This is an optimization exercise on Yosys and OpenROAD, whose aim is small area and a short achievable clock period, not a production implementation.
The RTL of this run was laid out without a check of its function.
Power is estimated from default activity; no workload was simulated.

$ cat run.sh
#!/bin/bash
# synth_recipe.tcl (not shown) runs the flow's synth.tcl, then flattens the netlist and writes it again
# the make line also repeats each setting of config.mk as NAME=value (left out here)
make -C /OpenROAD-flow-scripts/flow DESIGN_CONFIG=/design/flow/config.mk WORK_HOME=/design/flow/orfs CLKGATE_MAP_FILE= SYNTH_SCRIPT=/design/flow/synth_recipe.tcl finish
$ cat config.mk
export PLATFORM = sky130hd
export DESIGN_NAME = cam_masked_mc
export DESIGN_NICKNAME = cam_masked_mc
export VERILOG_FILES = /design/flow/design.v
export SDC_FILE = /design/flow/constraint.sdc
export NUM_CORES = 4
export LEC_CHECK = 0
export CAP_MARGIN = 20
export CORE_MARGIN = 2
export CORE_UTILIZATION = 30
export SETUP_SLACK_MARGIN = 4.5
export SLEW_MARGIN = 20
$ cat constraint.sdc
create_clock -name core_clock -period 7.5 [get_ports {clk}]
set_input_delay 1.5000 -clock core_clock [delete_from_list [all_inputs] [get_ports {clk}]]
set_output_delay 1.5000 -clock core_clock [all_outputs]
set_load 0.01 [all_outputs]
$ cat design.v
package cam_pkg;
  localparam int unsigned CAM_DATA_WIDTH = 32;
  localparam int unsigned CAM_DEPTH_LOG2 = 5;
  localparam int unsigned DEPTH          = 2 ** CAM_DEPTH_LOG2;
  typedef logic [CAM_DEPTH_LOG2-1:0] cam_idx_t;
  typedef logic [CAM_DATA_WIDTH-1:0] cam_data_t;
  typedef logic [DEPTH-1:0]          cam_vec_t;
  typedef logic [CAM_DEPTH_LOG2:0]   cam_cnt_t;
  function automatic int unsigned cam_depth(input int unsigned depth_log2);
    cam_depth = 32'd1 << depth_log2;
  endfunction
endpackage
module cam_prio_enc #(
  parameter int unsigned DEPTH_LOG2 = 5
) (
  input  logic [(2**DEPTH_LOG2)-1:0] match,
  output logic                       hit,
  output logic [DEPTH_LOG2-1:0]      index,
  output logic                       multi
);
  localparam int unsigned ENTRIES = 2 ** DEPTH_LOG2;
  always_comb begin
    hit   = 1'b0;
    index = '0;
    multi = 1'b0;
    for (int unsigned i = 0; i < ENTRIES; i++) begin
      if (match[i]) begin
        if (hit) begin
          multi = 1'b1;
        end else begin
          hit   = 1'b1;
          index = DEPTH_LOG2'(i);
        end
      end
    end
  end
endmodule
module cam_masked_mc
#(
  parameter int unsigned DATA_WIDTH = 32,
  parameter int unsigned DEPTH_LOG2 = 5
) (
  input  logic                  clk,
  input  logic                  reset_n,
  input  logic                  read_i,
  input  logic [DEPTH_LOG2-1:0] read_index_i,
  input  logic                  write_i,
  input  logic [DEPTH_LOG2-1:0] write_index_i,
  input  logic [DATA_WIDTH-1:0] write_data_i,
  input  logic                  invalidate_i,
  input  logic [DEPTH_LOG2-1:0] invalidate_index_i,
  input  logic                  flush_i,
  input  logic                  search_i,
  input  logic [DATA_WIDTH-1:0] search_data_i,
  input  logic [DATA_WIDTH-1:0] search_mask_i,
  output logic                  read_valid_o,
  output logic [DATA_WIDTH-1:0] read_value_o,
  output logic                  read_hit_o,
  output logic                  search_valid_o,
  output logic                  search_hit_o,
  output logic [DEPTH_LOG2-1:0] search_index_o,
  output logic                  search_multi_o,
  output logic [DEPTH_LOG2:0]   occupancy_o
);
  localparam int unsigned ENTRIES = cam_pkg::cam_depth(DEPTH_LOG2);
  logic [DATA_WIDTH-1:0] mem [ENTRIES];
  logic [ENTRIES-1:0]    valid;
  logic [ENTRIES-1:0]    match_c;
  logic [ENTRIES-1:0]    s1_match;
  logic                  s1_valid;
  logic                  enc_hit;
  logic [DEPTH_LOG2-1:0] enc_index;
  logic                  enc_multi;
  logic [ENTRIES-1:0]    wr_sel;
  logic [ENTRIES-1:0]    inv_sel;
  logic [ENTRIES-1:0]    rd_sel;
  always_comb begin
    for (int unsigned i = 0; i < ENTRIES; i++) begin
      wr_sel[i]  = write_i      & (write_index_i      == DEPTH_LOG2'(i));
      inv_sel[i] = invalidate_i & (invalidate_index_i == DEPTH_LOG2'(i));
      rd_sel[i]  = (read_index_i == DEPTH_LOG2'(i));
    end
  end
  always_ff @(posedge clk) begin
    for (int unsigned i = 0; i < ENTRIES; i++)
      if (wr_sel[i]) mem[i] <= write_data_i;
  end
  always_ff @(posedge clk or negedge reset_n) begin
    if (!reset_n) begin
      valid <= '0;
    end else if (flush_i) begin
      valid <= '0;
    end else begin
      valid <= (valid | wr_sel) & ~inv_sel;
    end
  end
  logic wr_adds, inv_removes;
  logic [DEPTH_LOG2:0] occ_inc, occ_dec;
  assign wr_adds     = write_i & ~valid[write_index_i] &
                       ~(invalidate_i & (invalidate_index_i == write_index_i));
  assign inv_removes = invalidate_i & valid[invalidate_index_i];
  assign occ_inc     = occupancy_o + 1'b1;
  assign occ_dec     = occupancy_o - 1'b1;
  always_ff @(posedge clk or negedge reset_n) begin
    if (!reset_n) begin
      occupancy_o <= '0;
    end else if (flush_i) begin
      occupancy_o <= '0;
    end else if (wr_adds != inv_removes) begin
      occupancy_o <= wr_adds ? occ_inc : occ_dec;
    end
  end
  logic [DATA_WIDTH-1:0] rd_data;
  always_comb begin
    rd_data = '0;
    for (int unsigned i = 0; i < ENTRIES; i++)
      rd_data = rd_data | (mem[i] & {DATA_WIDTH{rd_sel[i]}});
  end
  always_ff @(posedge clk or negedge reset_n) begin
    if (!reset_n) begin
      read_valid_o <= 1'b0;
      read_value_o <= '0;
      read_hit_o   <= 1'b0;
    end else begin
      read_valid_o <= read_i;
      if (read_i) begin
        read_value_o <= rd_data;
        read_hit_o   <= |(valid & rd_sel);
      end
    end
  end
  logic [DATA_WIDTH-1:0] miss_if1, miss_if0;
  assign miss_if1 = search_mask_i & ~search_data_i;
  assign miss_if0 = search_mask_i &  search_data_i;
  always_comb begin
    for (int unsigned i = 0; i < ENTRIES; i++) begin
      logic [DATA_WIDTH-1:0] miss;
      for (int unsigned j = 0; j < DATA_WIDTH; j++)
        miss[j] = mem[i][j] ? miss_if1[j] : miss_if0[j];
      match_c[i] = valid[i] & ~|miss;
    end
  end
  always_ff @(posedge clk or negedge reset_n) begin
    if (!reset_n) s1_valid <= 1'b0;
    else          s1_valid <= search_i;
  end
  always_ff @(posedge clk) begin
    s1_match <= match_c;
  end
  cam_prio_enc #(
    .DEPTH_LOG2(DEPTH_LOG2)
  ) u_prio_enc (
    .match(s1_match),
    .hit  (enc_hit),
    .index(enc_index),
    .multi(enc_multi)
  );
  always_ff @(posedge clk or negedge reset_n) begin
    if (!reset_n) begin
      search_valid_o <= 1'b0;
      search_hit_o   <= 1'b0;
      search_index_o <= '0;
      search_multi_o <= 1'b0;
    end else begin
      search_valid_o <= s1_valid;
      if (s1_valid) begin
        search_hit_o   <= enc_hit;
        search_index_o <= enc_index;
        search_multi_o <= enc_multi;
      end
    end
  end
endmodule
==> impl_metrics.yaml <==
floorplan:
  die_area_um2: 187700
  fp.dieH_um: 433.2
  die_x_um: 433.2
  io_pins: 166
  core_um2: 183100
  start_util_pct: 30.19
  std_cell_rows: 157
sta:
  period_needed_ns: 4.101
  relSlewSlack_pct: -0.5594
  hold_viol_final: 0
  setup_viol: 0
  setup_tns_ns: 0
  rsz0062_at_grt: "true"
  post-route-period-util_pct: 54.68
  worst_slew_pin_slew_ns: 1.508
  slew_violations: 6
  fin_ws_ns: 3.399
  max_freq_mhz: 243.8
  hold_slack_ns: 0.5057
  clock_skew_ns: 0.04787
synth:
  synth.avg_cell_area_um2: 12.76
  yosys_warnings: 3
  dominantRegCellSynth: "edfxtp_1"
  netlist_instances: 4331
  synth_seq_cells: 1137
  synth_edf_count: 1024
  syn_nets: 4454
  async_flop_share_pct: 7.124
  synth.distinct_cells: 70
  synthesis.area_um2: 55270
  ys_seq_area_share_pct: 60.47
clocking:
  cts_buffers: 140
  clkSinkCount: 1137
  cts_buffer_depth: 3
  root_buffer: "clkbuf_16"
  clk_pin_slew_ns: 0.06
  cts_hold_buf: 0
  cts_tree: "done"
  cts_max_level: 4
  clock_latency_ns: 0.88
global_routing:
  grt_usage_pct: 62.74
  antenna_found_initial: 124
  gr-total-overflow: 0
  grt_pass1_vias: 53942
  grt_pass1_wl_mm: 722.0
  grt_max_degree: 51
status:
  status: "finished with violations"
  violations: "max-capacitance violations, max-slew violations"
setup_path:
  crit_family: "simple AND/OR/NAND/NOR gates"
  crit_required_ns: 8.31
  worstSetupPathType: "flop to flop"
  critPathSlowestCell: "edfxtp_1"
  cpPeakStageDelay_ns: 1.24
  rr_startpoint: "mem[6][10]$_DFFE_PP_"
  critPathBufInv: 3
  cp_common_cell: "buf_4"
  crit_fanout: 3
  crit_arrival_ns: 4.91
  cp-start-kind: "flop"
  end_kind: "flop"
  crit_chain: "o21ai_0 > nor4_2 > buf_4 > nand4_1 > buf_4 > nor4_4 > buf_4"
  cp-startpoint: "mem[6][10]$_DFFE_PP_"
drt:
  drc_errors: 0
  dr.pass1.iters: 14
  wl_mm: 607.9
  vias: 65138
  drtIter0Drc: 16846
  viasPerCell: 8.312
  wl_per_cell_um: 77.56
  drtAntennaViolNets: 0
power_and_ir_drop:
  ir_drop_mv: 0.1642
  power.density_nw_per_um2: 231.6
  cellLeakagePower_nw: 26.61
placed_design:
  gp_congestion: 1.221
  place.detailed.hpwl_mm: 423.0
  dpl_worst_slack_ns: 1.666
  io_buffer_count: 165
final_layout:
  finish.net_count: 5251
  syn2layout_area_growth_pct: 39.07
  drive_above_1_share_pct: 31.83
  final_util_pct: 41.98
  fill_cells: 17021
hold_path:
  hold_path.class: "flop to flop"
  min_from: "search_index_o[3]$_DFFE_PN0P_"
run:
  cap_violations: 1
[where the power goes]
group          switching, mW  internal (mW)  total, mW
Combinational           2.35          0.897       3.25
Clock                   3.24           4.11       7.34
Sequential             0.186           7.02       7.21
[logic make-up (layout without fill, tap and decap cells)]
| group | Yosys count | after routing | share of synthesized area (%) |
|---|---|---|---|
| multiplexers | 23 | 23 | 0.7154 |
| buffers and inverters | 350 | 1259 | 2.400 |
| XOR/XNOR | 621 | 621 | 9.855 |
| other | 0 | 133 | 0 |
| AND/OR/NAND/NOR | 867 | 867 | 7.503 |
| flip-flops | 1137 | 1137 | 60.46 |
| adder cells (fa/ha/maj) | 10 | 10 | 0.2173 |
| AO/OA/AOI/OAI | 1323 | 1323 | 18.84 |
[worst paths after layout]
path / to / cells after the start / slack (ns)
worst max-delay path: s1_match[6]$_DFF_P_ / 7 / 3.40
max in group asynchronous: read_value_o[23]$_DFFE_PN0P_ / 2 / 5.23
worst min-delay path: search_index_o[3]$_DFFE_PN0P_ / 1 / 0.51
worst max register to register: s1_match[6]$_DFF_P_ / 7 / 3.40
min in group asynchronous: read_valid_o$_DFF_PN0_ / 1 / 0.68
worst min register to register: search_index_o[3]$_DFFE_PN0P_ / 1 / 0.51
[what timing repair did]
item,4_1_cts,5_1_grt
setup buffers,300,101
setup endpoints to repair,1171,412
gates resized for setup,1195,286
pin swaps,161,113
gates cloned,14,4
[cell usage in the layout (no fill, tap or decap), types with 133 or more instances in the layout]
cell type and instances:
diode_2 133, clkbuf_16 149, a221oi_1 211, xor2_1 572, nand2_1 136, a22o_1 217
nand4_1 156, edfxtp_1 1024, nor2_1 228, buf_12 159, a22oi_1 228, buf_4 516
[routing by layer]
metal	track usage, %	vias up	part of all wire (%)
met5	19.96	-	0.95
met4	62.61	112	13
met3	47.98	3580	19
met2	77.07	9543	35
met1	63.80	32613	32
li1	-	19290	-
[registers in the layout (all words and copies together) (netlist names), 5 cells and up]
register and count:
search_index_o 5, occupancy_o 6, read_value_o 32, mem 1024, s1_match 32, valid 32
[stage by stage]
stage | area [um^2] | instances | power [mW]
detailed placement | 62710 | 7022 | 9.641
floorplan | 56010 | 4331 | 7.965
CTS | 74210 | 7590 | 17.10
global route | 76650 | 7751 | 17.61
global placement | 62390 | 7005 | 9.667
finish | 76860 | 7837 | 17.80
[final cells by class]
cell class	instances	area (um^2)	area share [%]
flip-flops and latches	1137	33430	43.50
multi-input cells	2844	24380	31.72
repair buffers	987	10900	14.18
clock buffers	190	3924	5.105
well taps	2464	3083	4.011
clock inverters	64	742.0	0.9653
diodes	133	332.8	0.4330
inverters	18	67.56	0.08790
[synth_stat cells (all sizes together) (6+ instances only)]
library cell | number | area (um^2)
nand2b | 9 | 56.30
o22ai | 75 | 469.2
a221o | 16 | 160.2
o21ai | 86 | 430.4
a21oi | 100 | 504.2
nor3 | 51 | 260.3
nand4 | 156 | 975.9
xnor2 | 9 | 78.83
nor2 | 295 | 1107
mux2i | 8 | 80.08
o221ai | 22 | 192.7
o2111ai | 14 | 122.6
a222oi | 66 | 660.6
nor2b | 46 | 287.8
a22o | 235 | 2058
o211ai | 12 | 95.09
a22oi | 263 | 1974
a221oi | 319 | 2800
o32a | 11 | 110.1
mux4 | 13 | 292.8
inv | 18 | 67.56
a211oi | 51 | 382.9
buf | 53 | 211.5
edfxtp | 1024 | 30750
nor4 | 36 | 240.2
dfxtp | 32 | 640.6
dfrtp | 81 | 2027
clkbuf | 279 | 1047
or2 | 6 | 37.54
a2111oi | 26 | 227.7
nand3 | 65 | 330.3
xor2 | 612 | 5368
or4 | 6 | 48.80
nand2 | 181 | 681.9

[separate check: timing with driven ports]
No port has a modelled driver above. Below, the same layout with a new extraction and two added sets of constraints.
Step 1 (the two cells are an assumption about what drives the block):
set clk [get_ports {clk}]
set_driving_cell -lib_cell sky130_fd_sc_hd__clkbuf_16 $clk
set_driving_cell -lib_cell sky130_fd_sc_hd__buf_2 [delete_from_list [all_inputs] $clk]
Step 2, shift: input delay + t, output delay - t, t = (earliest + latest rising clock arrival at the registers) / 2. This alone moves slack from input paths to output paths.
a / b / c = no drivers / after step 1 / after step 2; a / b = the first two.
t, ns: 0.953
slack for setup (ns): 3.399 / 3.399 / 2.790
worst hold slack (ns): 0.506 / 0.506 / 0.506
clock arrival spread, ns: 0.050 / 0.050
worst data-port slew with drivers (ns): 0.19
The setup slack of this run moves by 0.000 ns with the drivers and by -0.609 ns with both steps.
